This design comes from an exercise in tuning for small area, a short achievable clock period and few clock cycles per item on the open sky130 flow, not from production work. RTL that was checked went through simulation tests only; none was proved equivalent to the original. Only the layout flow was run in run 3; the RTL was not checked for function there. The clock cells of runs 3 to 6 come from the design's own scripts or RTL, not from TritonCTS. The clock input has no modelled driver; a real chip could not lean on it and would need a root buffer or a full tree. No activity file was given, so power comes from the tool's default toggle rates.

$ cat flow/config.mk
export PLATFORM = sky130hd
export DESIGN_NAME = top_payload_generator
export DESIGN_NICKNAME = top_payload_generator
export VERILOG_FILES = /design/flow/design.v
export SDC_FILE = /design/flow/constraint.sdc
export NUM_CORES = 4
export LEC_CHECK = 0
export CAP_MARGIN = 20
export CORE_AREA = 2.5 2.5 197.5 197.5
export DIE_AREA = 0 0 200 200
export SETUP_SLACK_MARGIN = 3.2
export SLEW_MARGIN = 20
$ cat flow/constraint.sdc
create_clock -name core_clock -period 5.0 [get_ports {clk}]
set_input_delay 1.0000 -clock core_clock [delete_from_list [all_inputs] [get_ports {clk}]]
set_output_delay 1.0000 -clock core_clock [all_outputs]
set_load 0.01 [all_outputs]
$ cat flow/design.v
`timescale 1ns/1ns
package order_pkg;
    typedef enum logic [7:0] {
        NEW     = 8'h30,
        CANCEL  = 8'h34,
        REPLACE = 8'h35
    } exec_type_e;
    typedef enum logic [7:0] {
        BUY  = 8'h31,
        SELL = 8'h32
    } side_e;
    typedef enum logic [7:0] {
        MARKET = 8'h31,
        LIMIT  = 8'h32
    } ord_type_e;
    typedef enum logic [7:0] {
        DAY = 8'h30,
        IOC = 8'h33,
        FOK = 8'h34
    } tif_e;
    typedef logic [31:0]       price_t;
    typedef logic [15:0]       qty_t;
    typedef logic [64-1:0] symbol_t;
    typedef struct packed {
        exec_type_e exec_type;
        side_e      side;
        ord_type_e  ord_type;
        tif_e       tif;
        price_t     price;
        qty_t       qty;
        symbol_t    symbol;
    } order_t;
    typedef logic [5-1:0][7:0] order_no_t;
endpackage
`timescale 1ns/1ns
package stream_pkg;
    typedef logic [64-1:0] beat_t;
    typedef logic [$clog2(4)-1:0] pe_idx_t;
    typedef enum logic [2:0] {
        IDLE,
        HDR,
        BODY,
        SYM,
        TAIL
    } builder_state_e;
    typedef logic [15:0] session_id_t;
    typedef logic [31:0] seq_num_t;
endpackage
`timescale 1ns/1ns
module order_no_counter (
    input  logic                 clk,
    input  logic                 resetn,
    input  logic                 advance_i,
    output order_pkg::order_no_t order_no_o
);
    logic [4*5-1:0] bcd_q;
    logic [5-1:0]   nine_q;     
    logic [5-1:0]   step_q;     
    logic [5-1:0]   nine;
    logic [5-1:0]   step;
    always_comb begin
        logic c;
        c = 1'b1;
        for (int d = 0; d < 5; d++) begin
            nine[d] = bcd_q[4*d +: 4] == 4'd9;
            step[d] = c;
            c = c && nine[d];
        end
    end
    always_ff @(posedge clk) begin
        if (!resetn) begin
            bcd_q  <= '0;
            nine_q <= '0;
            step_q <= 'b1;
        end else begin
            nine_q <= nine;
            step_q <= step;
            for (int d = 0; d < 5; d++) begin
                if (advance_i && step_q[d]) begin
                    bcd_q[4*d +: 4] <= nine_q[d] ? 4'd0 : bcd_q[4*d +: 4] + 4'd1;
                end
            end
        end
    end
    logic [8*5-1:0] ascii;
    always_comb begin
        for (int d = 0; d < 5; d++) begin
            ascii[8*d +: 8] = {4'h3, bcd_q[4*d +: 4]};
        end
    end
    assign order_no_o = ascii;
endmodule
`timescale 1ns/1ns
module top_payload_generator (
    input  logic                          clk,
    input  logic                          resetn,
    input  logic [15:0]                   session_id_i,
    input  logic [31:0]                   msg_seq_num_i,
    input  logic [4-1:0]            pe_valid_i,
    input  logic [4*(32 + 32 + 16 + 64)-1:0]   pe_order_i,
    output logic [4-1:0]            pe_ready_o,
    input  logic                          tready_i,
    output logic                          tvalid_o,
    output logic                          tlast_o,
    output logic [64-1:0]            tdata_o
);
    logic                 tvalid_q;
    logic                 tlast_q;
    logic [3:0]           bsel_q;
    logic [2:0][4-1:0] esel_q;
    stream_pkg::pe_idx_t  cur_q;       
    stream_pkg::pe_idx_t  nxt_q;       
    logic                 have_q;
    logic [4-1:0]   rdy_q;
    stream_pkg::beat_t    tdata_q, tdata_d;
    order_pkg::order_no_t order_no;
    logic                 ld;
    logic                 start;
    logic                 next0;       
    logic [4-1:0]   busy;
    logic [4-1:0]   cand;
    stream_pkg::pe_idx_t  pick;
    logic                 found;
    assign ld    = !tvalid_q || tready_i;
    assign start = ld && bsel_q[0] && (|esel_q[0]);
    assign next0 = ld ? (bsel_q[3] || (bsel_q[0] && !(|esel_q[0]))) : bsel_q[0];
    assign busy = esel_q[1] | esel_q[2] | rdy_q;
    assign cand = pe_valid_i & ~busy;
    always_comb begin
        found = 1'b0;
        pick  = cur_q;
        for (int k = 1; k <= 4; k++) begin
            if (!found && cand[stream_pkg::pe_idx_t'(cur_q + k)]) begin
                found = 1'b1;
                pick  = stream_pkg::pe_idx_t'(cur_q + k);
            end
        end
    end
    always_ff @(posedge clk) begin
        if (!resetn) begin
            tvalid_q <= 1'b0;
            tlast_q  <= 1'b0;
            bsel_q   <= 4'b0001;
            esel_q   <= '0;
            cur_q    <= '0;
            nxt_q    <= '0;
            have_q   <= 1'b0;
            rdy_q    <= '0;
        end else begin
            if (ld) begin
                tvalid_q  <= !bsel_q[0] || (|esel_q[0]);
                tlast_q   <= bsel_q[3];
                bsel_q[1] <= start;
                bsel_q[2] <= bsel_q[1];
                bsel_q[3] <= bsel_q[2];
                bsel_q[0] <= next0;
                esel_q[1] <= start ? esel_q[0] : '0;
                esel_q[2] <= esel_q[1];
                rdy_q     <= esel_q[2];
            end else begin
                rdy_q     <= '0;
            end
            for (int e = 0; e < 4; e++) begin
                esel_q[0][e] <= next0 && have_q && !start && nxt_q == stream_pkg::pe_idx_t'(e);
            end
            if (start) begin
                cur_q  <= nxt_q;
                have_q <= 1'b0;
            end else if (!have_q) begin
                have_q <= found;
                nxt_q  <= pick;
            end
        end
    end
    logic [4-1:0][64-1:0] eterm;
    for (genvar e = 0; e < 4; e++) begin : g_eng
        logic [(32 + 32 + 16 + 64)-1:0] o;
        assign o = pe_order_i[e*(32 + 32 + 16 + 64) +: (32 + 32 + 16 + 64)];
        assign eterm[e] = ({64{esel_q[0][e]}} & {16'h0,
                                                 5'b0, o[138], 1'b0, o[136],
                                                 6'b0, ~o[128], o[128],
                                                 32'h0})
                        | ({64{esel_q[1][e]}} & {o[111:80], o[79:64],
                                                 6'b0, ~o[120], o[120],
                                                 5'b0, o[114], o[112], o[112]})
                        | ({64{esel_q[2][e]}} & o[63:0]);
    end
    assign tdata_d = ({64{bsel_q[0]}} & {session_id_i, 8'h30, 8'h30, msg_seq_num_i})
                   | ({64{bsel_q[1]}} & {32'h0, 16'h0, 8'h30, 8'h30})
                   | ({64{bsel_q[3]}} & {order_no, 24'd0})
                   | eterm[0] | eterm[1] | eterm[2] | eterm[3];
    always_ff @(posedge clk) begin
        if (ld) tdata_q <= tdata_d;
    end
    order_no_counter u_order_no (
        .clk        (clk),
        .resetn     (resetn),
        .advance_i  (ld && bsel_q[3]),
        .order_no_o (order_no)
    );
    assign tvalid_o   = tvalid_q;
    assign tlast_o    = tlast_q;
    assign tdata_o    = tdata_q;
    assign pe_ready_o = rdy_q;
endmodule
$ cat flow/flow/run.sh
#!/bin/bash
# The standard flow, with three changes: the port buffers are the smallest
# buffer cell, the pins may sit on every routing track, and they are placed in
# regions (flow/io.tcl, made by gen/io_gen.py) that keep each tdata_o bit next
# to the input bits feeding it.
export BUFFER_PORTS_ARGS="-buffer_cell sky130_fd_sc_hd__buf_1"
export PLACE_PINS_ARGS="-min_distance 1 -min_distance_in_tracks"
export CTS_ARGS="-sink_clustering_enable -repair_clock_nets -dont_use_dummy_load -sink_clustering_levels 1"
export IO_CONSTRAINTS="$PWD/flow/io.tcl"
bash standard.sh > standard.log 2>&1
$ cat flow/flow/io.tcl
set_io_pin_constraint -pin_names {clk resetn tready_i tvalid_o tlast_o pe_valid_i[0] pe_valid_i[1] pe_valid_i[2] pe_valid_i[3] pe_ready_o[0] pe_ready_o[1] pe_ready_o[2] pe_ready_o[3]} -region bottom:3.00-12.57
set_io_pin_constraint -pin_names {tdata_o[0] msg_seq_num_i[0] pe_order_i[112] pe_order_i[256] pe_order_i[400] pe_order_i[544] pe_order_i[0] pe_order_i[144] pe_order_i[288] pe_order_i[432]} -region bottom:12.57-19.93
set_io_pin_constraint -pin_names {tdata_o[1] msg_seq_num_i[1] pe_order_i[1] pe_order_i[145] pe_order_i[289] pe_order_i[433]} -region bottom:19.93-24.34
set_io_pin_constraint -pin_names {tdata_o[2] msg_seq_num_i[2] pe_order_i[114] pe_order_i[258] pe_order_i[402] pe_order_i[546] pe_order_i[2] pe_order_i[146] pe_order_i[290] pe_order_i[434]} -region bottom:24.34-31.70
set_io_pin_constraint -pin_names {tdata_o[3] msg_seq_num_i[3] pe_order_i[3] pe_order_i[147] pe_order_i[291] pe_order_i[435]} -region bottom:31.70-36.12
set_io_pin_constraint -pin_names {tdata_o[4] msg_seq_num_i[4] pe_order_i[4] pe_order_i[148] pe_order_i[292] pe_order_i[436]} -region bottom:36.12-40.54
set_io_pin_constraint -pin_names {tdata_o[5] msg_seq_num_i[5] pe_order_i[5] pe_order_i[149] pe_order_i[293] pe_order_i[437]} -region bottom:40.54-44.95
set_io_pin_constraint -pin_names {tdata_o[6] msg_seq_num_i[6] pe_order_i[6] pe_order_i[150] pe_order_i[294] pe_order_i[438]} -region bottom:44.95-49.37
set_io_pin_constraint -pin_names {tdata_o[7] msg_seq_num_i[7] pe_order_i[7] pe_order_i[151] pe_order_i[295] pe_order_i[439]} -region bottom:49.37-53.78
set_io_pin_constraint -pin_names {tdata_o[8] msg_seq_num_i[8] pe_order_i[120] pe_order_i[264] pe_order_i[408] pe_order_i[552] pe_order_i[8] pe_order_i[152] pe_order_i[296] pe_order_i[440]} -region bottom:53.78-61.14
set_io_pin_constraint -pin_names {tdata_o[9] msg_seq_num_i[9] pe_order_i[9] pe_order_i[153] pe_order_i[297] pe_order_i[441]} -region bottom:61.14-65.56
set_io_pin_constraint -pin_names {tdata_o[10] msg_seq_num_i[10] pe_order_i[10] pe_order_i[154] pe_order_i[298] pe_order_i[442]} -region bottom:65.56-69.98
set_io_pin_constraint -pin_names {tdata_o[11] msg_seq_num_i[11] pe_order_i[11] pe_order_i[155] pe_order_i[299] pe_order_i[443]} -region bottom:69.98-74.39
set_io_pin_constraint -pin_names {tdata_o[12] msg_seq_num_i[12] pe_order_i[12] pe_order_i[156] pe_order_i[300] pe_order_i[444]} -region bottom:74.39-78.81
set_io_pin_constraint -pin_names {tdata_o[13] msg_seq_num_i[13] pe_order_i[13] pe_order_i[157] pe_order_i[301] pe_order_i[445]} -region bottom:78.81-83.22
set_io_pin_constraint -pin_names {tdata_o[14] msg_seq_num_i[14] pe_order_i[14] pe_order_i[158] pe_order_i[302] pe_order_i[446]} -region bottom:83.22-87.64
set_io_pin_constraint -pin_names {tdata_o[15] msg_seq_num_i[15] pe_order_i[15] pe_order_i[159] pe_order_i[303] pe_order_i[447]} -region bottom:87.64-92.06
set_io_pin_constraint -pin_names {tdata_o[16] msg_seq_num_i[16] pe_order_i[64] pe_order_i[208] pe_order_i[352] pe_order_i[496] pe_order_i[16] pe_order_i[160] pe_order_i[304] pe_order_i[448]} -region bottom:92.06-99.42
set_io_pin_constraint -pin_names {tdata_o[17] msg_seq_num_i[17] pe_order_i[65] pe_order_i[209] pe_order_i[353] pe_order_i[497] pe_order_i[17] pe_order_i[161] pe_order_i[305] pe_order_i[449]} -region bottom:99.42-106.78
set_io_pin_constraint -pin_names {tdata_o[18] msg_seq_num_i[18] pe_order_i[66] pe_order_i[210] pe_order_i[354] pe_order_i[498] pe_order_i[18] pe_order_i[162] pe_order_i[306] pe_order_i[450]} -region bottom:106.78-114.14
set_io_pin_constraint -pin_names {tdata_o[19] msg_seq_num_i[19] pe_order_i[67] pe_order_i[211] pe_order_i[355] pe_order_i[499] pe_order_i[19] pe_order_i[163] pe_order_i[307] pe_order_i[451]} -region bottom:114.14-121.50
set_io_pin_constraint -pin_names {tdata_o[20] msg_seq_num_i[20] pe_order_i[68] pe_order_i[212] pe_order_i[356] pe_order_i[500] pe_order_i[20] pe_order_i[164] pe_order_i[308] pe_order_i[452]} -region bottom:121.50-128.86
set_io_pin_constraint -pin_names {tdata_o[21] msg_seq_num_i[21] pe_order_i[69] pe_order_i[213] pe_order_i[357] pe_order_i[501] pe_order_i[21] pe_order_i[165] pe_order_i[309] pe_order_i[453]} -region bottom:128.86-136.22
set_io_pin_constraint -pin_names {tdata_o[22] msg_seq_num_i[22] pe_order_i[70] pe_order_i[214] pe_order_i[358] pe_order_i[502] pe_order_i[22] pe_order_i[166] pe_order_i[310] pe_order_i[454]} -region bottom:136.22-143.58
set_io_pin_constraint -pin_names {tdata_o[23] msg_seq_num_i[23] pe_order_i[71] pe_order_i[215] pe_order_i[359] pe_order_i[503] pe_order_i[23] pe_order_i[167] pe_order_i[311] pe_order_i[455]} -region bottom:143.58-150.94
set_io_pin_constraint -pin_names {tdata_o[24] msg_seq_num_i[24] pe_order_i[72] pe_order_i[216] pe_order_i[360] pe_order_i[504] pe_order_i[24] pe_order_i[168] pe_order_i[312] pe_order_i[456]} -region bottom:150.94-158.30
set_io_pin_constraint -pin_names {tdata_o[25] msg_seq_num_i[25] pe_order_i[73] pe_order_i[217] pe_order_i[361] pe_order_i[505] pe_order_i[25] pe_order_i[169] pe_order_i[313] pe_order_i[457]} -region bottom:158.30-165.66
set_io_pin_constraint -pin_names {tdata_o[26] msg_seq_num_i[26] pe_order_i[74] pe_order_i[218] pe_order_i[362] pe_order_i[506] pe_order_i[26] pe_order_i[170] pe_order_i[314] pe_order_i[458]} -region bottom:165.66-173.02
set_io_pin_constraint -pin_names {tdata_o[27] msg_seq_num_i[27] pe_order_i[75] pe_order_i[219] pe_order_i[363] pe_order_i[507] pe_order_i[27] pe_order_i[171] pe_order_i[315] pe_order_i[459]} -region bottom:173.02-180.38
set_io_pin_constraint -pin_names {tdata_o[28] msg_seq_num_i[28] pe_order_i[76] pe_order_i[220] pe_order_i[364] pe_order_i[508] pe_order_i[28] pe_order_i[172] pe_order_i[316] pe_order_i[460]} -region bottom:180.38-187.74
set_io_pin_constraint -pin_names {tdata_o[29] msg_seq_num_i[29] pe_order_i[77] pe_order_i[221] pe_order_i[365] pe_order_i[509] pe_order_i[29] pe_order_i[173] pe_order_i[317] pe_order_i[461]} -region bottom:187.74-195.10
set_io_pin_constraint -pin_names {tdata_o[30] msg_seq_num_i[30]} -region bottom:195.10-196.57
set_io_pin_constraint -pin_names {pe_order_i[78] pe_order_i[222] pe_order_i[366] pe_order_i[510] pe_order_i[30] pe_order_i[174] pe_order_i[318] pe_order_i[462]} -region right:3.00-11.70
set_io_pin_constraint -pin_names {tdata_o[31] msg_seq_num_i[31] pe_order_i[79] pe_order_i[223] pe_order_i[367] pe_order_i[511] pe_order_i[31] pe_order_i[175] pe_order_i[319] pe_order_i[463]} -region right:11.70-22.58
set_io_pin_constraint -pin_names {tdata_o[32] pe_order_i[128] pe_order_i[272] pe_order_i[416] pe_order_i[560] pe_order_i[80] pe_order_i[224] pe_order_i[368] pe_order_i[512] pe_order_i[32] pe_order_i[176] pe_order_i[320] pe_order_i[464]} -region right:22.58-36.73
set_io_pin_constraint -pin_names {tdata_o[33] pe_order_i[81] pe_order_i[225] pe_order_i[369] pe_order_i[513] pe_order_i[33] pe_order_i[177] pe_order_i[321] pe_order_i[465]} -region right:36.73-46.52
set_io_pin_constraint -pin_names {tdata_o[34] pe_order_i[82] pe_order_i[226] pe_order_i[370] pe_order_i[514] pe_order_i[34] pe_order_i[178] pe_order_i[322] pe_order_i[466]} -region right:46.52-56.31
set_io_pin_constraint -pin_names {tdata_o[35] pe_order_i[83] pe_order_i[227] pe_order_i[371] pe_order_i[515] pe_order_i[35] pe_order_i[179] pe_order_i[323] pe_order_i[467]} -region right:56.31-66.10
set_io_pin_constraint -pin_names {tdata_o[36] pe_order_i[84] pe_order_i[228] pe_order_i[372] pe_order_i[516] pe_order_i[36] pe_order_i[180] pe_order_i[324] pe_order_i[468]} -region right:66.10-75.90
set_io_pin_constraint -pin_names {tdata_o[37] pe_order_i[85] pe_order_i[229] pe_order_i[373] pe_order_i[517] pe_order_i[37] pe_order_i[181] pe_order_i[325] pe_order_i[469]} -region right:75.90-85.69
set_io_pin_constraint -pin_names {tdata_o[38] pe_order_i[86] pe_order_i[230] pe_order_i[374] pe_order_i[518] pe_order_i[38] pe_order_i[182] pe_order_i[326] pe_order_i[470]} -region right:85.69-95.48
set_io_pin_constraint -pin_names {tdata_o[39] pe_order_i[87] pe_order_i[231] pe_order_i[375] pe_order_i[519] pe_order_i[39] pe_order_i[183] pe_order_i[327] pe_order_i[471]} -region right:95.48-105.27
set_io_pin_constraint -pin_names {tdata_o[40] pe_order_i[136] pe_order_i[280] pe_order_i[424] pe_order_i[568] pe_order_i[88] pe_order_i[232] pe_order_i[376] pe_order_i[520] pe_order_i[40] pe_order_i[184] pe_order_i[328] pe_order_i[472]} -region right:105.27-119.42
set_io_pin_constraint -pin_names {tdata_o[41] pe_order_i[89] pe_order_i[233] pe_order_i[377] pe_order_i[521] pe_order_i[41] pe_order_i[185] pe_order_i[329] pe_order_i[473]} -region right:119.42-129.21
set_io_pin_constraint -pin_names {tdata_o[42] pe_order_i[138] pe_order_i[282] pe_order_i[426] pe_order_i[570] pe_order_i[90] pe_order_i[234] pe_order_i[378] pe_order_i[522] pe_order_i[42] pe_order_i[186] pe_order_i[330] pe_order_i[474]} -region right:129.21-143.35
set_io_pin_constraint -pin_names {tdata_o[43] pe_order_i[91] pe_order_i[235] pe_order_i[379] pe_order_i[523] pe_order_i[43] pe_order_i[187] pe_order_i[331] pe_order_i[475]} -region right:143.35-153.14
set_io_pin_constraint -pin_names {tdata_o[44] pe_order_i[92] pe_order_i[236] pe_order_i[380] pe_order_i[524] pe_order_i[44] pe_order_i[188] pe_order_i[332] pe_order_i[476]} -region right:153.14-162.94
set_io_pin_constraint -pin_names {tdata_o[45] pe_order_i[93] pe_order_i[237] pe_order_i[381] pe_order_i[525] pe_order_i[45] pe_order_i[189] pe_order_i[333] pe_order_i[477]} -region right:162.94-172.73
set_io_pin_constraint -pin_names {tdata_o[46] pe_order_i[94] pe_order_i[238] pe_order_i[382] pe_order_i[526] pe_order_i[46] pe_order_i[190] pe_order_i[334] pe_order_i[478]} -region right:172.73-182.52
set_io_pin_constraint -pin_names {tdata_o[47] pe_order_i[95] pe_order_i[239] pe_order_i[383] pe_order_i[527] pe_order_i[47] pe_order_i[191] pe_order_i[335] pe_order_i[479]} -region right:182.52-192.31
set_io_pin_constraint -pin_names {tdata_o[48] session_id_i[0] pe_order_i[96] pe_order_i[240]} -region right:192.31-196.66
set_io_pin_constraint -pin_names {pe_order_i[384] pe_order_i[528] pe_order_i[48] pe_order_i[192] pe_order_i[336] pe_order_i[480]} -region top:192.58-197.00
set_io_pin_constraint -pin_names {tdata_o[49] session_id_i[1] pe_order_i[97] pe_order_i[241] pe_order_i[385] pe_order_i[529] pe_order_i[49] pe_order_i[193] pe_order_i[337] pe_order_i[481]} -region top:185.22-192.58
set_io_pin_constraint -pin_names {tdata_o[50] session_id_i[2] pe_order_i[98] pe_order_i[242] pe_order_i[386] pe_order_i[530] pe_order_i[50] pe_order_i[194] pe_order_i[338] pe_order_i[482]} -region top:177.86-185.22
set_io_pin_constraint -pin_names {tdata_o[51] session_id_i[3] pe_order_i[99] pe_order_i[243] pe_order_i[387] pe_order_i[531] pe_order_i[51] pe_order_i[195] pe_order_i[339] pe_order_i[483]} -region top:170.50-177.86
set_io_pin_constraint -pin_names {tdata_o[52] session_id_i[4] pe_order_i[100] pe_order_i[244] pe_order_i[388] pe_order_i[532] pe_order_i[52] pe_order_i[196] pe_order_i[340] pe_order_i[484]} -region top:163.14-170.50
set_io_pin_constraint -pin_names {tdata_o[53] session_id_i[5] pe_order_i[101] pe_order_i[245] pe_order_i[389] pe_order_i[533] pe_order_i[53] pe_order_i[197] pe_order_i[341] pe_order_i[485]} -region top:155.78-163.14
set_io_pin_constraint -pin_names {tdata_o[54] session_id_i[6] pe_order_i[102] pe_order_i[246] pe_order_i[390] pe_order_i[534] pe_order_i[54] pe_order_i[198] pe_order_i[342] pe_order_i[486]} -region top:148.42-155.78
set_io_pin_constraint -pin_names {tdata_o[55] session_id_i[7] pe_order_i[103] pe_order_i[247] pe_order_i[391] pe_order_i[535] pe_order_i[55] pe_order_i[199] pe_order_i[343] pe_order_i[487]} -region top:141.06-148.42
set_io_pin_constraint -pin_names {tdata_o[56] session_id_i[8] pe_order_i[104] pe_order_i[248] pe_order_i[392] pe_order_i[536] pe_order_i[56] pe_order_i[200] pe_order_i[344] pe_order_i[488]} -region top:133.70-141.06
set_io_pin_constraint -pin_names {tdata_o[57] session_id_i[9] pe_order_i[105] pe_order_i[249] pe_order_i[393] pe_order_i[537] pe_order_i[57] pe_order_i[201] pe_order_i[345] pe_order_i[489]} -region top:126.34-133.70
set_io_pin_constraint -pin_names {tdata_o[58] session_id_i[10] pe_order_i[106] pe_order_i[250] pe_order_i[394] pe_order_i[538] pe_order_i[58] pe_order_i[202] pe_order_i[346] pe_order_i[490]} -region top:118.98-126.34
set_io_pin_constraint -pin_names {tdata_o[59] session_id_i[11] pe_order_i[107] pe_order_i[251] pe_order_i[395] pe_order_i[539] pe_order_i[59] pe_order_i[203] pe_order_i[347] pe_order_i[491]} -region top:111.62-118.98
set_io_pin_constraint -pin_names {tdata_o[60] session_id_i[12] pe_order_i[108] pe_order_i[252] pe_order_i[396] pe_order_i[540] pe_order_i[60] pe_order_i[204] pe_order_i[348] pe_order_i[492]} -region top:104.26-111.62
set_io_pin_constraint -pin_names {tdata_o[61] session_id_i[13] pe_order_i[109] pe_order_i[253] pe_order_i[397] pe_order_i[541] pe_order_i[61] pe_order_i[205] pe_order_i[349] pe_order_i[493]} -region top:96.90-104.26
set_io_pin_constraint -pin_names {tdata_o[62] session_id_i[14] pe_order_i[110] pe_order_i[254] pe_order_i[398] pe_order_i[542] pe_order_i[62] pe_order_i[206] pe_order_i[350] pe_order_i[494]} -region top:89.54-96.90
set_io_pin_constraint -pin_names {tdata_o[63] session_id_i[15] pe_order_i[111] pe_order_i[255] pe_order_i[399] pe_order_i[543] pe_order_i[63] pe_order_i[207] pe_order_i[351] pe_order_i[495]} -region top:82.18-89.54
set_io_pin_constraint -pin_names {pe_order_i[113] pe_order_i[115] pe_order_i[116] pe_order_i[117] pe_order_i[118] pe_order_i[119] pe_order_i[121] pe_order_i[122] pe_order_i[123] pe_order_i[124] pe_order_i[125] pe_order_i[126] pe_order_i[127] pe_order_i[129] pe_order_i[130] pe_order_i[131] pe_order_i[132] pe_order_i[133] pe_order_i[134] pe_order_i[135] pe_order_i[137] pe_order_i[139] pe_order_i[140] pe_order_i[141] pe_order_i[142] pe_order_i[143] pe_order_i[257] pe_order_i[259] pe_order_i[260] pe_order_i[261] pe_order_i[262] pe_order_i[263] pe_order_i[265] pe_order_i[266] pe_order_i[267] pe_order_i[268] pe_order_i[269] pe_order_i[270] pe_order_i[271] pe_order_i[273] pe_order_i[274] pe_order_i[275] pe_order_i[276] pe_order_i[277] pe_order_i[278] pe_order_i[279] pe_order_i[281] pe_order_i[283] pe_order_i[284] pe_order_i[285] pe_order_i[286] pe_order_i[287] pe_order_i[401] pe_order_i[403] pe_order_i[404] pe_order_i[405] pe_order_i[406] pe_order_i[407] pe_order_i[409] pe_order_i[410] pe_order_i[411] pe_order_i[412] pe_order_i[413] pe_order_i[414] pe_order_i[415] pe_order_i[417] pe_order_i[418] pe_order_i[419] pe_order_i[420] pe_order_i[421] pe_order_i[422] pe_order_i[423] pe_order_i[425] pe_order_i[427] pe_order_i[428] pe_order_i[429] pe_order_i[430] pe_order_i[431] pe_order_i[545] pe_order_i[547] pe_order_i[548] pe_order_i[549] pe_order_i[550] pe_order_i[551] pe_order_i[553] pe_order_i[554] pe_order_i[555] pe_order_i[556] pe_order_i[557] pe_order_i[558] pe_order_i[559] pe_order_i[561] pe_order_i[562] pe_order_i[563] pe_order_i[564] pe_order_i[565] pe_order_i[566] pe_order_i[567] pe_order_i[569] pe_order_i[571] pe_order_i[572] pe_order_i[573] pe_order_i[574] pe_order_i[575]} -region top:5.64-82.18
$ cat flow/standard.sh
#!/bin/bash
# synth_recipe.tcl (not shown) runs the flow's synth.tcl, then flattens the netlist and writes it again
# the make line also repeats each setting of config.mk as NAME=value (left out here)
make -C /OpenROAD-flow-scripts/flow DESIGN_CONFIG=/design/flow/config.mk WORK_HOME=/design/flow/orfs CLKGATE_MAP_FILE= SYNTH_SCRIPT=/design/flow/synth_recipe.tcl "${@:-finish}"
==> results of run 1 <==
cells in the mapped netlist (5+ instances only):
cell and n:
clkbuf_1 55, a31oi_1 6, inv_1 14, a21oi_1 47
nor2b_1 5, a22oi_1 116, dfxtp_1 55, o21ai_0 11
nand2_1 46, ha_1 10, a22o_1 45, nor3_1 13
buf_1 16, edfxtp_1 64, a222oi_1 35, or4_1 6
a221oi_1 51, nand4_1 26, nor2_1 23, and3_1 6
nand3_1 47
through the flow:
step | instances | cell area [um2]
after detailed placement | 1788 | 9910
after global routing | 1825 | 10900
final | 1825 | 10900
after floorplan | 741 | 7230
after global placement | 1788 | 9910
after CTS | 1813 | 10600
routing by layer:
metal / part of all wire / GRT usage / vias up
met1: 0.38 / 0.158 / 4736
li1: - / - / 4252
met4: 0.033 / 0.0669 / 0
met5: 0 / 0 / -
met2: 0.51 / 0.282 / 544
met3: 0.073 / 0.0309 / 119
cell families after synthesis:
family / Yosys count / share of synthesized area
compound gates: 325 / 0.356
simple gates: 195 / 0.147
flops: 119 / 0.427
buf+inv: 89 / 0.0486
fa+ha+maj: 10 / 0.0177
mux: 3 / 0.00424
layout make-up:
class	instances	area (um2)
Fill cell	4070	26700
Multi-Input combinational cell	533	3920
Sequential cell	119	3060
Timing Repair Buffer	627	2700
Tap cell	511	639
Clock buffer	17	425
Inverter	15	86.3
Timing Repair inverter	3	43.8
state kept, by name, indices dropped and copies added (netlist names):
register / flops
bsel_q: 4
u_order_no.nine_q: 4
tdata_q: 64
esel_q: 12
tlast_q: 1
nxt_q: 2
u_order_no.step_q: 4
have_q: 1
cur_q: 2
tvalid_q: 1
u_order_no.bcd_q: 20
rdy_q: 4
repair_timing:
| action | in CTS | in global routing |
|---|---|---|
| buffers inserted | 6 | 11 |
| endpoints found under the setup margin | 204 | 104 |
| resized for setup | 67 | 69 |
| endpoints found under the hold margin | 0 | 0 |
| pin swaps | 1 | 10 |
| gates cloned | 2 | 1 |
power by group:
group / switching (mW) / leakage (nW) / internal (mW)
combinational: 0.649 / 2.28 / 0.493
sequential: 0.159 / 1.14 / 1.33
clock: 0.398 / 0.209 / 0.586
total: 1.21 / 3.63 / 2.41
worst paths after layout:
check | slack, ps | depth (start not counted) | end
hold / removal | 460 | 2 | tlast_q
hold reg to reg | 460 | 2 | tlast_q
setup reg to reg | 3200 | 4 | nxt_q[0]
setup / recovery | 3060 | 1 | tdata_o[47]
worst reg2reg max path, stage by stage (launching register included):
cell	delay (ps)
dfxtp_2	450
or4b_4	640
o32ai_2	280
nand2b_1	80
a41o_1	220
==> flow_summary.toml, run 1 <==
[outcome]
status = "finished clean"

[power]
p_total_mw = 3.61
peakVddDrop_uv = 216
p_leak_nw = 3.63
power.density_mw_per_mm2 = 332

[timing]
setup_tns_ps = 0
tightest_slew_ps = 642
setup_violations = 0
rsz0062_at_grt = "true"
whs_ps = 464
min_period_ps = 1940
slew_viol_final = 0
final_hold_viol_count = 0
finalCritPeriodShare = 0.388
setup_slack_ps = 3060
finClkSkew_ps = 28.0
fmax_ghz = 0.515
slew_headroom = 0.572

[routing]
viasPerCell = 5.29
post_drt_wl_per_cell_um = 18.8
drtPass1Iterations = 29
wl_mm = 34.3
num_vias = 9651
ant_nets = 0
drtIter0Drc = 644
drc_errors = 0

[synthesis]
yosysTopAreaCellShare = 0.271
synth_area_mm2 = 0.00708
yosysUniqueCellTypes = 48
ys_warn_count = 2
seq_area_frac_synth = 0.427
synth-main-ff-cell = "edfxtp_1"
yosys-top-cells-area = "edfxtp_1 (27%), dfxtp_1 (16%), a22oi_1 (12%)"
netlist_instances = 741
ys_ff_latch = 119
synth_edf_count = 64
postSynthAreaPerCell_um2 = 9.55
async_reset_ff_frac = 0
yosysTopAreaCell = "edfxtp_1"
synthesis.nets = 1382

[place]
portBuffers = 596
preCtsSetupSlack_ps = 1970
gp_congestion = 0.837
dp_hpwl_mm = 23.5

[global_route]
grt_pass1_wl_mm = 45.8
antenna_found_initial = 0
grt_pass1_vias = 8687
grt.total_usage = 0.149
grt_max_degree = 64
grt_overflow = 0

[worst_setup_path]
cp_top_family = "flip-flops"
cp-end-kind = "output port"
start_kind = "flop"
slowest_stage = "edfxtp_1"
path_class = "reg -> out"
r2r_start = "esel_q[10]"
required_ps = 4000
critical_path_buf_inv_count = 1
crit_path_max_incr_delay_ps = 370
crit_arrival_ps = 940
startpoint = "tdata_q[47]"
cp_max_fo = 1
path_cells = "clkbuf_2"

[finish]
fin_nets = 1957
final_common_cell = "buf_1"
drive_gt1_frac = 0.135
antenna_cells = 0
area_growth_pct = 53.6
fin_util = 0.289
final_cell_mix = "buf_1 (525), a22oi_1 (115), edfxtp_1 (64)"

[floorplanning]
die_w_um = 200
num_rows = 71
die_y_um = 200
initial_utilization = 0.188
core_area_mm2 = 0.0376
pin_count = 701
dieArea_mm2 = 0.0400

[hold_path]
hold_start = "tlast_q"
hp-class = "reg -> reg"

[clock_tree]
cts_tree = "done"
cts.root.buffer_cell = "clkbuf_16"
clk_pin_slew_ps = 60
cts.sinks = 119
numCtsBuffers = 17
clk_latency_ps = 420
htree_levels = 4
cts-hold-fix-buffers = 0
clk_path_buf_depth = 2

[run]
maxCapViolCount = 0
Testbench counts, summed over its fixed seeds: cycles 38,424, items 9,600.
==> run 2, diff against run 1 <==
==> flow/flow/run.sh (replaced) <==
#!/bin/bash
# The standard flow, with four changes: the port buffers are the smallest
# buffer cell, the pins may sit on every routing track, they are placed in
# regions (flow/io.tcl, made by gen/io_gen.py) that keep each tdata_o bit next
# to the input bits feeding it, and clock tree synthesis adds no dummy loads.
export BUFFER_PORTS_ARGS="-buffer_cell sky130_fd_sc_hd__buf_1"
export PLACE_PINS_ARGS="-min_distance 1 -min_distance_in_tracks"
export CTS_ARGS="-sink_clustering_enable -repair_clock_nets -dont_use_dummy_load"
export IO_CONSTRAINTS="$PWD/flow/io.tcl"
bash standard.sh > standard.log 2>&1
==> run 2 against run 1 <==
Still clean. Critical endpoint unchanged. Combinational power hardly changed. Core utilization stayed put. Final area stayed put. Clock power hardly changed. Largest power group unchanged. Die area stayed put.
==> flow_summary.toml, run 2 <==
[timing]
slew_viol_final = 0
final_hold_viol_count = 0
slew_headroom = 0.572
tightest_slew_ps = 642
fmax_ghz = 0.515
min_period_ps = 1940
finClkSkew_ps = 28.0
rsz0062_at_grt = "true"
setup_violations = 0
setup_tns_ps = 0
finalCritPeriodShare = 0.388

[floorplanning]
initial_utilization = 0.188
die_y_um = 200
dieArea_mm2 = 0.0400
core_area_mm2 = 0.0376
die_w_um = 200
pin_count = 701
num_rows = 71

[power]
netSwitchingFraction = 0.334
comb_power_share = 0.316
peakVddDrop_uv = 216
switchingPower_mw = 1.21
clkPwrFrac = 0.272
p_int_mw = 2.41
p_total_mw = 3.61
seqPwrFrac = 0.411
power.density_mw_per_mm2 = 332
p_leak_nw = 3.63

[routing]
wl_mm = 34.3
num_vias = 9651
drtIter0Drc = 644
viasPerCell = 5.29
drc_errors = 0
ant_nets = 0
drtPass1Iterations = 29
post_drt_wl_per_cell_um = 18.8

[global_route]
antenna_found_initial = 0
grt_max_degree = 64
grt_pass1_wl_mm = 45.8
grt_overflow = 0
grt.total_usage = 0.149
grt_pass1_vias = 8687

[worst_setup_path]
r2r_start = "esel_q[10]"
cp_top_family = "flip-flops"
start_kind = "flop"
crit_cells = 1
ff2ff_path_depth = 4
startpoint = "tdata_q[47]"
crit_arrival_ps = 940
crit_path_max_incr_delay_ps = 370
slowest_stage = "edfxtp_1"
path_cells = "clkbuf_2"
required_ps = 4000
critical_path_buf_inv_count = 1
cp_max_fo = 1
cp-end-kind = "output port"
path_class = "reg -> out"

[clock_tree]
cts.sinks = 119
cts.root.buffer_cell = "clkbuf_16"
numCtsBuffers = 17
htree_levels = 4
clk_latency_ps = 420
cts_tree = "done"
cts-hold-fix-buffers = 0
clk_path_buf_depth = 2
clk_pin_slew_ps = 60

[synthesis]
netlist_instances = 741
synth-main-ff-cell = "edfxtp_1"
ys_top_cells_by_count = "a22oi_1 (116), edfxtp_1 (64), clkbuf_1 (55), dfxtp_1 (55), a221oi_1 (51)"
seq_area_frac_synth = 0.427
synthesis.nets = 1382
yosysUniqueCellTypes = 48
synth_edf_count = 64
async_reset_ff_frac = 0
yosys-top-cells-area = "edfxtp_1 (27%), dfxtp_1 (16%), a22oi_1 (12%)"
postSynthAreaPerCell_um2 = 9.55
yosysMostFrequentCell = "a22oi_1"
yosysTopAreaCellShare = 0.271
ys_warn_count = 2
ys_ff_latch = 119
yosysTopAreaCell = "edfxtp_1"
synth_area_mm2 = 0.00708

[place]
portBuffers = 596
dpl_cell_area_mm2 = 0.00991
dp_cells = 1788
dp_hpwl_mm = 23.5
gp_congestion = 0.837

[finish]
antenna_cells = 0
final_cell_mix = "buf_1 (525), a22oi_1 (115), edfxtp_1 (64)"
layout.cells.non_filler = 1825
drive_gt1_frac = 0.135
final_common_cell = "buf_1"
fin_util = 0.289
largest_reg_flops = 64
fin_nets = 1957
area_growth_pct = 53.6
reg.largest.list = "tdata_q x64, u_order_no.bcd_q x20, esel_q x12"
top_register = "tdata_q"
final_cell_area_mm2 = 0.0109

[hold_path]
hold-path-cell-count = 2
hold_start = "tlast_q"
hp-class = "reg -> reg"

[outcome]
status = "finished clean"

[run]
maxCapViolCount = 0
## run 2: timing repair
action | CTS | global route
endpoints found under the setup margin | 204 | 104
pin swaps | 1 | 10
setup buffers | 6 | 11
gates cloned | 2 | 1
resized for setup | 67 | 69
## run 2: per-stage QoR
step	setup slack, ps	hold slack, ps
floorplan	2820	439
global placement	1990	448
detailed placement	1970	459
CTS	3030	467
global route	3000	473
finish	3060	464
## run 2: path summary, 6_finish.rpt
| check | endpoint | slack, ps |
|---|---|---|
| worst max-delay path | tdata_o[47] | 3060 |
| worst min-delay path | tlast_q | 460 |
| worst max register to register | nxt_q[0] | 3200 |
| worst min register to register | tlast_q | 460 |
## run 2: area by class of cell
type,instances,area (um2)
multi-input combinational,533,3920
fill,4070,26700
clock buffer,17,425
timing repair inverter,3,43.8
inverter,15,86.3
timing repair buffer,627,2700
tap,511,639
sequential,119,3060
## run 2: logic make-up after synthesis
family | after synthesis | synth area share
adders and majority gates | 10 | 0.0177
buffers and inverters | 89 | 0.0486
AOI/OAI and AO/OA | 325 | 0.356
and+or+nand+nor | 195 | 0.147
muxes | 3 | 0.00424
DFF | 119 | 0.427
## run 2: power by group through the flow
stage	sequential, mW	combinational, mW	clock [mW]
after floorplan	1.53	0.459	0
after global placement	1.49	0.976	0
after detailed placement	1.50	0.981	0
after CTS	1.48	1.07	1.03
after global routing	1.51	1.23	1.05
final	1.49	1.14	0.984
## run 2: per-layer routing
layer,track usage,part of all wire
met3,0.0309,0.073
met1,0.158,0.38
met4,0.0669,0.033
met5,0,0
met2,0.282,0.51
==> run 3, diff against run 2 <==
--- a/flow/design.v
+++ b/flow/design.v
@@ -114,2 +114,5 @@
     logic [4-1:0]   rdy_q;
+    logic [4-1:0]   acc_q;       
+    logic [4-1:0]   valid_q;     
+    logic                 adv_q;       
     stream_pkg::beat_t    tdata_q, tdata_d;
@@ -126,4 +129,4 @@
     assign next0 = ld ? (bsel_q[3] || (bsel_q[0] && !(|esel_q[0]))) : bsel_q[0];
-    assign busy = esel_q[1] | esel_q[2] | rdy_q;
-    assign cand = pe_valid_i & ~busy;
+    assign busy = esel_q[1] | esel_q[2] | rdy_q | acc_q;
+    assign cand = valid_q & ~busy;
     always_comb begin
@@ -148,3 +151,9 @@
             rdy_q    <= '0;
+            acc_q    <= '0;
+            valid_q  <= '0;
+            adv_q    <= 1'b0;
         end else begin
+            acc_q    <= rdy_q;
+            valid_q  <= pe_valid_i;
+            adv_q    <= ld && bsel_q[3];
             if (ld) begin
@@ -197,3 +206,3 @@
         .resetn     (resetn),
-        .advance_i  (ld && bsel_q[3]),
+        .advance_i  (adv_q),
         .order_no_o (order_no)
==> flow/flow/run.sh (replaced) <==
#!/bin/bash
# The standard flow, with four changes: the port buffers are the smallest
# buffer cell, the pins may sit on every routing track, they are placed in
# regions (flow/io.tcl, made by gen/io_gen.py) that keep each tdata_o bit next
# to the input bits feeding it, and the clock tree is one level of buffers
# built by flow/cts_hand.tcl in place of clock tree synthesis.
export BUFFER_PORTS_ARGS="-buffer_cell sky130_fd_sc_hd__buf_1"
export PLACE_PINS_ARGS="-min_distance 1 -min_distance_in_tracks"
export IO_CONSTRAINTS="$PWD/flow/io.tcl"
export PRE_CTS_TCL="$PWD/flow/cts_hand.tcl"
bash standard.sh > standard.log 2>&1
==> flow/flow/cts_hand.tcl (new file) <==
# Sourced by ORFS's cts.tcl before clock tree synthesis (PRE_CTS_TCL).
# Builds a one-level clock tree by hand: the clock port drives four
# clkbuf_16 buffers, each driving the flip-flop clock pins of one quarter of
# them (split by angle around their centre), then replaces the
# clock_tree_synthesis command with a no-op so the rest of cts.tcl (timing
# repair and legalisation) runs on this tree.
set nb 4
set block [ord::get_db_block]
set db [ord::get_db]
set clknet [$block findNet clk]
set master [$db findMaster sky130_fd_sc_hd__clkbuf_16]
set sinks [$clknet getITerms]
set pts {}
foreach it $sinks {
  set box [[$it getInst] getBBox]
  lappend pts [list [expr {([$box xMin] + [$box xMax]) / 2.0}] [expr {([$box yMin] + [$box yMax]) / 2.0}]]
}
puts "hand clock tree: [llength $sinks] clock sinks"
# split the sinks into nb clusters of equal size, contiguous in angle
# around the centre of the sinks
set sx 0.0; set sy 0.0
foreach p $pts { set sx [expr {$sx + [lindex $p 0]}]; set sy [expr {$sy + [lindex $p 1]}] }
set cx [expr {$sx / [llength $pts]}]
set cy [expr {$sy / [llength $pts]}]
set keyed {}
set i 0
foreach p $pts {
  lappend keyed [list [expr {atan2([lindex $p 1] - $cy, [lindex $p 0] - $cx)}] $i]
  incr i
}
set keyed [lsort -real -index 0 $keyed]
set n [llength $pts]
set assign [lrepeat $n 0]
set k 0
foreach kv $keyed {
  lset assign [lindex $kv 1] [expr {($k * $nb) / $n}]
  incr k
}
set cents {}
for {set g 0} {$g < $nb} {incr g} {
  set sx 0.0; set sy 0.0; set m 0
  foreach p $pts a $assign {
    if {$a == $g} { set sx [expr {$sx + [lindex $p 0]}]; set sy [expr {$sy + [lindex $p 1]}]; incr m }
  }
  lappend cents [list [expr {$sx / max($m, 1)}] [expr {$sy / max($m, 1)}]]
}
for {set g 0} {$g < $nb} {incr g} {
  set members {}
  foreach it $sinks a $assign { if {$a == $g} { lappend members $it } }
  if {[llength $members] == 0} { continue }
  set inst [odb::dbInst_create $block $master "clkbuf_hand_$g"]
  set net [odb::dbNet_create $block "clknet_hand_$g"]
  $net setSigType CLOCK
  foreach it $members { $it disconnect; $it connect $net }
  [$inst findITerm A] connect $clknet
  [$inst findITerm X] connect $net
  set c [lindex $cents $g]
  $inst setLocation [expr {int([lindex $c 0])}] [expr {int([lindex $c 1])}]
  $inst setPlacementStatus PLACED
  puts "hand clock tree: buffer $g drives [llength $members] sinks from [lindex $c 0] [lindex $c 1]"
}
$clknet setSigType CLOCK
global_connect
detailed_placement
rename clock_tree_synthesis clock_tree_synthesis_unused
proc clock_tree_synthesis {args} { puts "clock tree built by hand (flow/cts_hand.tcl)" }
==> run 3 against run 2 <==
Synthesized cell count grew 1.6%. Global-route usage grew 0.072 points. Synthesized area grew 2.9%. Setup slack gained 49 ps. Clock power shrank 58%. Largest power group unchanged.
==> flow_summary.toml, run 3 <==
[outcome]
status = "finished clean"

[synthesis]
yosysUniqueCellTypes = 53
yosysTopAreaCellShare = 0.264
synthesis.nets = 1394
postSynthAreaPerCell_um2 = 9.67
seq_area_frac_synth = 0.440
ys_ff_latch = 128
synth-xor-area-share = 0
async_reset_ff_frac = 0
synth_area_mm2 = 0.00728
synthAdderAreaFrac = 0.0172
yosysMostFrequentCell = "a22oi_1"
synth_edf_count = 64
ys_warn_count = 2
yosys-top-cells-area = "edfxtp_1 (26%), dfxtp_1 (18%), a22oi_1 (12%)"
synth-main-ff-cell = "edfxtp_1"
netlist_instances = 753
synth-simple-area-share = 0.140
ys_top_cells_by_count = "a22oi_1 (115), dfxtp_1 (64), edfxtp_1 (64)"
synth_mux_area_frac = 0.00584
synth_top_family_by_area = "compound AO/OA/AOI/OAI gates"
yosysTopAreaCell = "edfxtp_1"
synth-compound-area-share = 0.347

[timing]
rsz0062_at_grt = "true"
setup_tns_ps = 0
finalCritPeriodShare = 0.379
tightest_slew_ps = 793
setup_violations = 0
fmax_ghz = 0.528
slew_headroom = 0.471
min_period_ps = 1890
final_hold_viol_count = 0
slew_viol_final = 0
finClkSkew_ps = 15.8

[global_route]
grt_max_degree = 58
grt_overflow = 0
grt.total_usage = 0.149
grt_pass1_vias = 9152
grt_pass1_wl_mm = 47.9
antenna_found_initial = 0

[finish]
top_register = "tdata_q"
largest_reg_flops = 64
area_growth_pct = 57.7
final_cell_mix = "buf_1 (589), a22oi_1 (115), edfxtp_1 (64)"
drive_gt1_frac = 0.145
antenna_cells = 0
fin_nets = 1977
layout.cells.non_filler = 1845
reg.largest.list = "tdata_q x64, u_order_no.bcd_q x20, esel_q x12"
fin_util = 0.306
final_common_cell = "buf_1"

[routing]
drtPass1Iterations = 10
drc_errors = 0
drtIter0Drc = 623
num_vias = 9746
wl_mm = 34.8
ant_nets = 0
viasPerCell = 5.28
post_drt_wl_per_cell_um = 18.9

[worst_setup_path]
path_cells = "buf_6 > nor2b_4 > clkinv_8 > a31oi_4 > o31ai_1 > o221a_2"
slowest_stage = "o221a_2"
start_kind = "input port"
crit_path_max_incr_delay_ps = 230
cp-end-kind = "flop"
crit_arrival_ps = 1970
cp_max_fo = 6
r2r_start = "esel_q[11]"
path_class = "in -> reg"
startpoint = "tready_i"
required_ps = 5080

[floorplanning]
core_area_mm2 = 0.0376
die_y_um = 200
die_w_um = 200
num_rows = 71
pin_count = 701
initial_utilization = 0.194
dieArea_mm2 = 0.0400

[power]
p_leak_nw = 3.88
p_total_mw = 2.86
peakVddDrop_uv = 189
power.density_mw_per_mm2 = 249

[hold_path]
hold_start = "nxt_q[1]"
hp-class = "reg -> reg"

[run]
maxCapViolCount = 0

[clock_tree]
clk_latency_ps = 190
clk_pin_slew_ps = 110

[place]
gp_congestion = 0.830
portBuffers = 596
dp_hpwl_mm = 23.7
dp_cells = 1802
run 3: path summary, 6_finish.rpt:
check             slack (ps)     endpoint  cells past startpoint
setup / recovery        3110     nxt_q[0]                      6
hold / removal           490    esel_q[0]                      1
setup reg to reg        3130  tdata_q[45]                      4
hold reg to reg          490    esel_q[0]                      1
run 3: metrics by stage:
step,cell area [um2],hold slack [ps],setup slack [ps]
floorplan,7380,424,3100
global placement,10100,440,1950
detailed placement,10100,448,1890
CTS,11100,464,2930
global route,11500,509,3080
finish,11500,491,3110
run 3: routing by layer:
| layer | global-route usage | share of wire |
|---|---|---|
| met1 | 0.175 | 0.39 |
| met2 | 0.272 | 0.50 |
| met3 | 0.0227 | 0.069 |
| met4 | 0.0616 | 0.045 |
| met5 | 0 | 0 |
run 3: layout make-up:
type	instances	area (um2)
fillers	4004	26100
multi-input cells	533	4320
flip-flops and latches	128	3230
repair buffers	646	3040
well taps	511	639
plain buffers	4	100
inverters	18	91.3
repair inverters	5	73.8
run 3: power by group:
group	switching, mW	internal (mW)	leakage [nW]
logic	0.564	0.446	2.62
registers	0.117	1.32	1.21
clock network	0.265	0.150	0.0493
total	0.946	1.92	3.88
run 3: kinds of logic after synthesis:
logic type / after synthesis
AO/OA/AOI/OAI: 325
adder cells (fa/ha/maj): 10
buffers and inverters: 92
flip-flops: 128
multiplexers: 3
AND/OR/NAND/NOR: 195
run 3: repair_timing:
item                       CTS  global route
resized for setup          113            67
buffers inserted            22             5
gates cloned                10             2
setup endpoints to repair  164           100
hold buffers                 0             0
pin swaps                   70            20
run 3: worst max-delay path, delay by kind of cell:
| family | cells | cell delay [ps] |
|---|---|---|
| AOI/OAI and AO/OA | 3 | 550 |
| buffers and inverters | 2 | 210 |
| and+or+nand+nor | 1 | 210 |
==> run 4, diff against run 3 <==
--- a/flow/design.v
+++ b/flow/design.v
@@ -176,7 +176,7 @@
                 cur_q  <= nxt_q;
-                have_q <= 1'b0;
-            end else if (!have_q) begin
-                have_q <= found;
+            end
+            if (!have_q) begin
                 nxt_q  <= pick;
             end
+            have_q <= !start && (have_q || found);
         end
--- a/flow/config.mk
+++ b/flow/config.mk
@@ -10,3 +10,3 @@
 export DIE_AREA = 0 0 200 200
-export SETUP_SLACK_MARGIN = 3.2
+export SETUP_SLACK_MARGIN = 2.9
 export SLEW_MARGIN = 20
==> run 4 against run 3 <==
Synthesized cell count down 2.3%. Power down 19%. Flip-flop and latch count unchanged. Synthesized area down 1.1%. Register-to-register slack worse by 100 ps. Highest routed layer unchanged.
==> flow_summary.toml, run 4 <==
[routing]
post_drt_wl_per_cell_um = 17.7
num_vias = 9201
drc_errors = 0
drtIter0Drc = 621
drtPass1Iterations = 6
viasPerCell = 5.11
wl_mm = 31.9
ant_nets = 0

[synthesis]
seq_area_frac_synth = 0.444
yosysUniqueCellTypes = 44
async_reset_ff_frac = 0
yosysTopAreaCell = "edfxtp_1"
yosys-top-cells-area = "edfxtp_1 (27%), dfxtp_1 (18%), a22oi_1 (12%)"
synthesis.nets = 1377
postSynthAreaPerCell_um2 = 9.79
ys_warn_count = 2
ys_ff_latch = 128
ys_top_cells_by_count = "a22oi_1 (115), dfxtp_1 (64), edfxtp_1 (64)"
synth_area_mm2 = 0.00721
synth-main-ff-cell = "edfxtp_1"
yosysTopAreaCellShare = 0.267
netlist_instances = 736
synth_edf_count = 64
yosysMostFrequentCell = "a22oi_1"

[power]
p_total_mw = 2.32
peakVddDrop_uv = 200
p_leak_nw = 3.18
power.density_mw_per_mm2 = 229

[worst_setup_path]
cp-end-kind = "flop"
cp_max_fo = 35
required_ps = 5040
path_class = "reg -> reg"
r2r_start = "esel_q[10]"
rrSetupSlack_ps = 3030
ff2ff_path_depth = 4
start_kind = "flop"
crit_arrival_ps = 2010
regToRegEndpoint = "tdata_q[35]"

[floorplanning]
core_area_mm2 = 0.0376
die_y_um = 200
pin_count = 701
initial_utilization = 0.192
num_rows = 71
die_w_um = 200
dieArea_mm2 = 0.0400

[timing]
slew_viol_final = 0
min_period_ps = 1970
setup_violations = 0
rsz0062_at_grt = "false"
fmax_ghz = 0.507
final_hold_viol_count = 0
setup_tns_ps = 0
setup_slack_ps = 3030
finalCritPeriodShare = 0.394
tightest_slew_ps = 916
slew_headroom = 0.389
finClkSkew_ps = 14.1

[hold_path]
hold_start = "bsel_q[2]"
hold-path-cell-count = 2
hold_path_end = "bsel_q[3]"
hp-class = "reg -> reg"

[global_route]
grt_pass1_wl_mm = 43.9
grt_max_degree = 65
grt_overflow = 0
grt.total_usage = 0.136
grt_pass1_vias = 8536
antenna_found_initial = 0

[place]
gp_congestion = 0.832
portBuffers = 596
preCtsSetupSlack_ps = 1800
dp_hpwl_mm = 23.8

[clock_tree]
cts-hold-fix-buffers = 0
clk_latency_ps = 190
clk_pin_slew_ps = 120

[finish]
top_register = "tdata_q"
fin_util = 0.269
largest_reg_flops = 64
antenna_cells = 0
final_cell_mix = "buf_1 (596), a22oi_1 (115), edfxtp_1 (64)"
area_growth_pct = 40.4
final_common_cell = "buf_1"
reg.largest.list = "tdata_q x64, u_order_no.bcd_q x20, esel_q x12"
register_area_mm2 = 0.00322
multi_input_area_mm2 = 0.00365
fin_nets = 1933
fillers = 4117
drive_gt1_frac = 0.0388

[outcome]
status = "finished clean"

[run]
maxCapViolCount = 0
==> run 4: area by class of cell <==
type | count | share of cell area
buffer | 4 | 0.00989
inverter | 15 | 0.00717
multi-input combinational | 523 | 0.361
sequential | 128 | 0.318
tap | 511 | 0.0632
timing repair buffer | 619 | 0.239
timing repair inverter | 1 | 0.00161
==> run 4: metrics by stage <==
stage / hold WS [ps] / area [um2] / instances
2_1_floorplan: 432 / 7220 / 736
3_3_place_gp: 451 / 9940 / 1792
3_5_place_dp: 448 / 9940 / 1792
4_1_cts: 450 / 10100 / 1801
5_1_grt: 499 / 10100 / 1801
6_report: 452 / 10100 / 1801
==> run 4: worst max-delay path, stage by stage (launching register included) <==
cell and delay, ps:
dfxtp_2 940, buf_4 440, a22o_1 200, a221oi_1 50, nand3_1 140
==> run 4: kinds of logic after synthesis <==
kind of cell,count (synthesis),share of synthesized area
AO/OA/AOI/OAI,320,0.343
AND/OR/NAND/NOR,190,0.141
flip-flops,128,0.444
buffers and inverters,85,0.0497
adder cells (fa/ha/maj),10,0.0174
multiplexers,3,0.00417
==> run 4: worst max path at each step <==
stage / from / endpoint / slack [ps]
finish: esel_q[10] / tdata_q[35] / 3030
global route: tready_i / esel_q[2] / 2910
CTS: tready_i / cur_q[1] / 2850
detailed placement: tready_i / cur_q[1] / 1800
global placement: tready_i / cur_q[1] / 1820
floorplan: tready_i / adv_q / 2940
==> run 4: layer usage <==
metal,vias up,global-route usage,share of wire
li1,4176,-,-
met1,4465,0.151,0.38
met2,467,0.265,0.51
met3,93,0.0178,0.070
met4,0,0.0453,0.033
met5,-,0,0
==> run 4: timing repair <==
action	in CTS	in global routing
setup endpoints to repair	115	2
buffers inserted	4	0
resized for setup	8	2
pin swaps	2	0
gates cloned	1	0
==> run 4: where the power goes <==
group / switching, mW / internal, mW / leakage (nW)
Combinational: 0.345 / 0.243 / 1.93
Sequential: 0.0623 / 1.25 / 1.21
Clock: 0.268 / 0.150 / 0.0493
Testbench counts of run 4, summed over its fixed seeds: cycles 38,432, items 9,600.
==> run 5, diff against run 4 <==
--- a/flow/config.mk
+++ b/flow/config.mk
@@ -10,3 +10,3 @@
 export DIE_AREA = 0 0 200 200
-export SETUP_SLACK_MARGIN = 2.9
+export SETUP_SLACK_MARGIN = 3.1
 export SLEW_MARGIN = 20
==> run 5 against run 4 <==
Global-route usage increased by 0.47 points. Clock skew increased by 0.55 ps. Synthesized cell count unchanged. Core utilization increased by 1.6 points. Still clean on timing, DRC and antenna. Worst hold slack improved by 19 ps. Register-to-register slack improved by 150 ps. Largest power group unchanged. Largest cell class unchanged. Setup slack improved by 50 ps. Combinational power increased by about 10%. Clock power about the same.
==> flow_summary.toml, run 5 <==
[synthesis]
yosysTopAreaCell = "edfxtp_1"
synthAdderAreaFrac = 0.0174
synth-main-ff-cell = "edfxtp_1"
yosysTopAreaCellShare = 0.267
synth_area_mm2 = 0.00721
yosys-top-cells-area = "edfxtp_1 (27%), dfxtp_1 (18%), a22oi_1 (12%)"
netlist_instances = 736
ys_ff_latch = 128
synth_mux_area_frac = 0.00417
async_reset_ff_frac = 0
postSynthAreaPerCell_um2 = 9.79
ys_warn_count = 2
synthesis.nets = 1377
synth-xor-area-share = 0
yosysMostFrequentCell = "a22oi_1"
synth-simple-area-share = 0.141
seq_area_frac_synth = 0.444
synth_edf_count = 64
synth-compound-area-share = 0.343
yosysUniqueCellTypes = 44
synth_top_family_by_area = "compound AO/OA/AOI/OAI gates"
ys_top_cells_by_count = "a22oi_1 (115), dfxtp_1 (64), edfxtp_1 (64)"

[run]
maxCapViolCount = 0

[global_route]
antenna_found_initial = 0
grt-busiest-layer = "met2"
grt_max_degree = 60
grt_use_met3 = 0.0143
grt.total_usage = 0.141
use_met2 = 0.272
grt_overflow = 0
grt_pass1_vias = 8784
grt_pass1_wl_mm = 45.4
use_met1 = 0.158

[floorplanning]
die_y_um = 200
dieArea_mm2 = 0.0400
die_w_um = 200
initial_utilization = 0.192
num_rows = 71
core_area_mm2 = 0.0376
pin_count = 701

[finish]
fin_util = 0.285
reg.largest.list = "tdata_q x64, u_order_no.bcd_q x20, esel_q x12"
antenna_cells = 0
largest_reg_flops = 64
fin_nets = 1946
top_register = "tdata_q"
final_common_cell = "buf_1"
final_cell_area_mm2 = 0.0107
drive_gt1_frac = 0.0906
final_cell_mix = "buf_1 (594), a22oi_1 (115), edfxtp_1 (64)"
area_growth_pct = 48.6

[hold_path]
hold_path_end = "bsel_q[3]"
hold_start = "bsel_q[2]"
hold-path-cell-count = 2
hp-class = "reg -> reg"

[timing]
min_period_ps = 1920
slew_viol_final = 0
whs_ps = 470
slew_headroom = 0.569
fmax_ghz = 0.521
setup_violations = 0
setup_tns_ps = 0
final_hold_viol_count = 0
finalCritPeriodShare = 0.384
rsz0062_at_grt = "true"
finClkSkew_ps = 14.7
tightest_slew_ps = 646

[routing]
drc_errors = 0
drtIter0Drc = 559
viasPerCell = 5.17
post_drt_wl_per_cell_um = 18.0
ant_nets = 0
wl_mm = 32.7
num_vias = 9380
drtPass1Iterations = 9

[worst_setup_path]
regToRegEndpoint = "have_q"
ff2ff_path_depth = 5
crit_arrival_ps = 2010
required_ps = 5090
cp_max_fo = 23
path_class = "in -> reg"
cp-end-kind = "flop"
start_kind = "input port"
rrSetupSlack_ps = 3180
r2r_start = "esel_q[11]"

[place]
dpl_cell_area_mm2 = 0.00993
dp_hpwl_mm = 23.7
portBuffers = 596
gp_congestion = 0.844

[power]
peakVddDrop_uv = 183
power.density_mw_per_mm2 = 222
p_total_mw = 2.38
p_leak_nw = 3.43

[outcome]
status = "finished clean"

[clock_tree]
clk_pin_slew_ps = 120
clk_latency_ps = 180
-- run 5: cell types whose count changed in the layout (fill, tap and decap cells not counted), sizes merged --
cell,previous run,this run
buf,619,630
bufbuf,0,1
clkinv,2,3
clkinvlp,1,0
inv,13,14
-- run 5: repair_timing --
item                                    CTS  global route
buffers inserted                         14             3
endpoints found under the setup margin  160            21
resized for setup                        74            19
cloned                                    4             0
hold endpoints to repair                  0             0
pin swaps                                30             4
hold buffers                              0             0
-- run 5: worst max-delay path, stage by stage --
cell	delay [ps]
buf_1	80
and2b_4	330
clkinv_8	90
buf_12	130
buf_16	150
and3_1	190
-- run 5: cell type report --
cell class	instances	area (um2)
Multi-Input combinational cell	523	3960
Sequential cell	128	3230
Buffer	4	100
Timing Repair Buffer	631	2690
Tap cell	511	639
Inverter	15	68.8
Fill cell	4066	26900
Timing Repair inverter	2	25.0
-- run 5: metrics by stage --
step | cells | worst slack, ps
2_1_floorplan | 736 | 3090
3_3_place_gp | 1789 | 2260
3_5_place_dp | 1789 | 2270
4_1_cts | 1811 | 2900
5_1_grt | 1814 | 3040
6_report | 1814 | 3080
-- run 5: worst max-delay path by stage --
stage | startpoint | endpoint | cells after the start
2_1_floorplan | tready_i | tdata_q[0] | 3
3_3_place_gp | tready_i | tdata_q[63] | 4
3_5_place_dp | tready_i | tdata_q[63] | 4
4_1_cts | pe_order_i[120] | tdata_q[9] | 5
5_1_grt | tready_i | cur_q[1] | 6
6_report | tready_i | adv_q | 6
-- run 5: logic make-up after synthesis --
logic type / count (synthesis)
adder cells (fa/ha/maj): 10
buffers and inverters: 85
AND/OR/NAND/NOR: 190
AO/OA/AOI/OAI: 320
flip-flops: 128
multiplexers: 3
-- run 5: report_power, final --
part	internal, mW	total, mW	switching (mW)
clock	0.150	0.415	0.265
combinational	0.285	0.646	0.361
sequential	1.25	1.32	0.0747
-- run 5: per-layer routing --
layer,up-vias,part of all wire
li1,4212,-
met1,4616,0.39
met3,99,0.065
met4,0,0.031
met2,453,0.51
met5,-,0
==> run 6, diff against run 5 <==
--- a/flow/config.mk
+++ b/flow/config.mk
@@ -10,3 +10,3 @@
 export DIE_AREA = 0 0 200 200
-export SETUP_SLACK_MARGIN = 3.1
+export SETUP_SLACK_MARGIN = 3.0
 export SLEW_MARGIN = 20
==> run 6 against run 5 <==
Still clean on timing, DRC and antenna. Die area unchanged. Via count down 0.29%. Wire length down 2.3%. Clock skew down 3.3 ps. Critical path type unchanged. Critical endpoint is now tdata_q[39].
==> flow_summary.toml, run 6 <==
[outcome]
status = "finished clean"

[routing]
viasPerCell = 5.17
ant_nets = 0
num_vias = 9353
drtPass1Iterations = 9
wl_mm = 31.9
drc_errors = 0
post_drt_wl_per_cell_um = 17.6
drtIter0Drc = 735

[worst_setup_path]
cp-end-kind = "flop"
crit_arrival_ps = 1840
cp_max_fo = 25
path_cells = "buf_6 > and2b_4 > clkinv_8 > buf_4 > buf_6"
path_class = "in -> reg"
cp_top_family = "buffers and inverters"
startpoint = "tready_i"
rrSetupSlack_ps = 3100
crit_path_max_incr_delay_ps = 320
critical_path_buf_inv_count = 4
crit_cells = 5
regToRegEndpoint = "tdata_q[45]"
start_kind = "input port"
required_ps = 4920
ff2ff_path_depth = 4
slowest_stage = "and2b_4"
endpoint = "tdata_q[39]"
r2r_start = "esel_q[6]"
cp_common_cell = "buf_6"

[timing]
whs_ps = 483
setup_tns_ps = 0
slew_headroom = 0.435
fmax_ghz = 0.521
setup_violations = 0
slew_viol_final = 0
finalCritPeriodShare = 0.384
tightest_slew_ps = 847
rsz0062_at_grt = "true"
min_period_ps = 1920
final_hold_viol_count = 0
finClkSkew_ps = 11.4

[place]
dp_hpwl_mm = 23.9
portBuffers = 596
gp_congestion = 0.838

[synthesis]
seq_area_frac_synth = 0.444
synthesis.nets = 1377
yosysMostFrequentCell = "a22oi_1"
ys_ff_latch = 128
netlist_instances = 736
yosysUniqueCellTypes = 44
synth_edf_count = 64
synth_area_mm2 = 0.00721
yosys-top-cells-area = "edfxtp_1 (27%), dfxtp_1 (18%), a22oi_1 (12%)"
ys_warn_count = 2
yosysTopAreaCell = "edfxtp_1"
postSynthAreaPerCell_um2 = 9.79
yosysTopAreaCellShare = 0.267
async_reset_ff_frac = 0
synth-main-ff-cell = "edfxtp_1"
ys_top_cells_by_count = "a22oi_1 (115), dfxtp_1 (64), edfxtp_1 (64)"

[power]
netSwitchingFraction = 0.291
switchingPower_uw = 681
power.density_mw_per_mm2 = 226
seqPwrFrac = 0.561
p_leak_nw = 3.27
peakVddDrop_uv = 173
comb_power_share = 0.265
p_int_mw = 1.66
p_total_mw = 2.34
clkPwrFrac = 0.174

[global_route]
grt_pass1_wl_mm = 43.4
antenna_found_initial = 0
grt_pass1_vias = 8339
grt.total_usage = 0.135
grt_max_degree = 59
grt_overflow = 0

[clock_tree]
cts-hold-fix-buffers = 0
clk_pin_slew_ps = 120
clk_latency_ps = 180

[finish]
final_cell_mix = "buf_1 (594), a22oi_1 (115), edfxtp_1 (64)"
fin_util = 0.276
drive_gt1_frac = 0.0639
reg.largest.list = "tdata_q x64, u_order_no.bcd_q x20, esel_q x12"
final_common_cell = "buf_1"
fin_nets = 1941
antenna_cells = 0
top_register = "tdata_q"
largest_reg_flops = 64
area_growth_pct = 44.1

[hold_path]
hp-class = "reg -> reg"

[floorplanning]
dieArea_mm2 = 0.0400
initial_utilization = 0.192
pin_count = 701
core_area_mm2 = 0.0376
die_y_um = 200
num_rows = 71
die_w_um = 200

[run]
maxCapViolCount = 0
## run 6: cell counts after synthesis
Identical to the previous run, type by type.
## run 6: kinds of logic (layout without fill, tap and decap cells)
group,after synthesis,count (layout),share of synthesized area
adder cells (fa/ha/maj),10,10,0.0174
flip-flops,128,128,0.444
AND/OR/NAND/NOR,190,190,0.141
buffers and inverters,85,647,0.0497
AO/OA/AOI/OAI,320,320,0.343
multiplexers,3,3,0.00417
## run 6: final cells by class
type | instances | area (um2)
Timing Repair Buffer | 625 | 2550
Fill cell | 4072 | 27200
Timing Repair inverter | 3 | 48.8
Multi-Input combinational cell | 523 | 3760
Inverter | 15 | 68.8
Sequential cell | 128 | 3220
Buffer | 4 | 100
Tap cell | 511 | 639
## run 6: power by group through the flow
stage	Clock (mW)	Sequential [mW]	Combinational, mW
5_1_grt	0.461	1.33	0.668
3_3_place_gp	0	1.34	0.558
4_1_cts	0.299	1.34	0.615
3_5_place_dp	0	1.34	0.563
6_report	0.408	1.32	0.621
2_1_floorplan	0	1.37	0.207
## run 6: how the worst min path moves through the flow
stage          slack, ps       from  cells past startpoint        end
3_5_place_dp         460  bsel_q[2]                      2  bsel_q[3]
4_1_cts              460  bsel_q[2]                      2  bsel_q[3]
6_report             480  bsel_q[2]                      2  bsel_q[3]
2_1_floorplan        430  bsel_q[2]                      2  bsel_q[2]
3_3_place_gp         440  bsel_q[2]                      2  bsel_q[2]
5_1_grt              500  bsel_q[2]                      2  bsel_q[3]
## run 6: tightest hold or removal path, cell delays in order, from the launching register on
cell,delay [ps]
dfxtp_1,340
nand2_1,50
a21oi_1,60
## run 6: what timing repair did
item                       CTS  global route
gates cloned                 4             0
buffers inserted            10             1
setup endpoints to repair  122            14
pin swaps                   13             0
gates resized for setup     50             6
## run 6: stage by stage
stage                     area, um2  std cells  worst slack, ps
after floorplan                7220        736             3070
after global placement         9930       1790             1920
after detailed placement       9930       1790             1870
after CTS                     10400       1808             2880
after global routing          10400       1809             2970
final                         10400       1809             3080
## run 6: metal layers
metal	part of all wire	GRT usage	routed length (um)
met1	0.38	0.150	12100
met2	0.51	0.260	16300
met3	0.072	0.0155	2310
met4	0.037	0.0522	1200
met5	0	0	0

==> re-timing with driven ports <==
No port has a modelled driver above. Below, the same layouts with a new extraction and two added sets of constraints.
Step 1 assumes that a clkbuf_16 drives the clock port and a buf_2 every other input.
Step 2 moves the port delays by t, midway between the first and last clock arrival at a register: inputs arrive t later, outputs are due t later. That takes back most of the time a late clock gives input paths.
Slacks: ideal / step 1 / step 2; pairs: ideal / step 1.
run	shift t [ns]	setup slack, ns	clock arrival spread, ns	worst data-port slew with drivers (ns)	cell pins on the clock port's net
run 1	0.461	3.058 / 3.007 / 2.647	0.028 / 0.028	0.07	1
run 2	0.461	3.058 / 3.007 / 2.647	0.028 / 0.028	0.07	1
run 3	0.277	3.107 / 3.121 / 2.884	0.016 / 0.016	0.07	4
run 4	0.276	3.029 / 3.029 / 2.835	0.014 / 0.014	0.06	4
run 5	0.279	3.079 / 3.071 / 2.855	0.015 / 0.015	0.07	4
run 6	0.272	3.082 / 3.088 / 2.856	0.012 / 0.012	0.07	4
After both steps setup and hold are still met in every run listed.
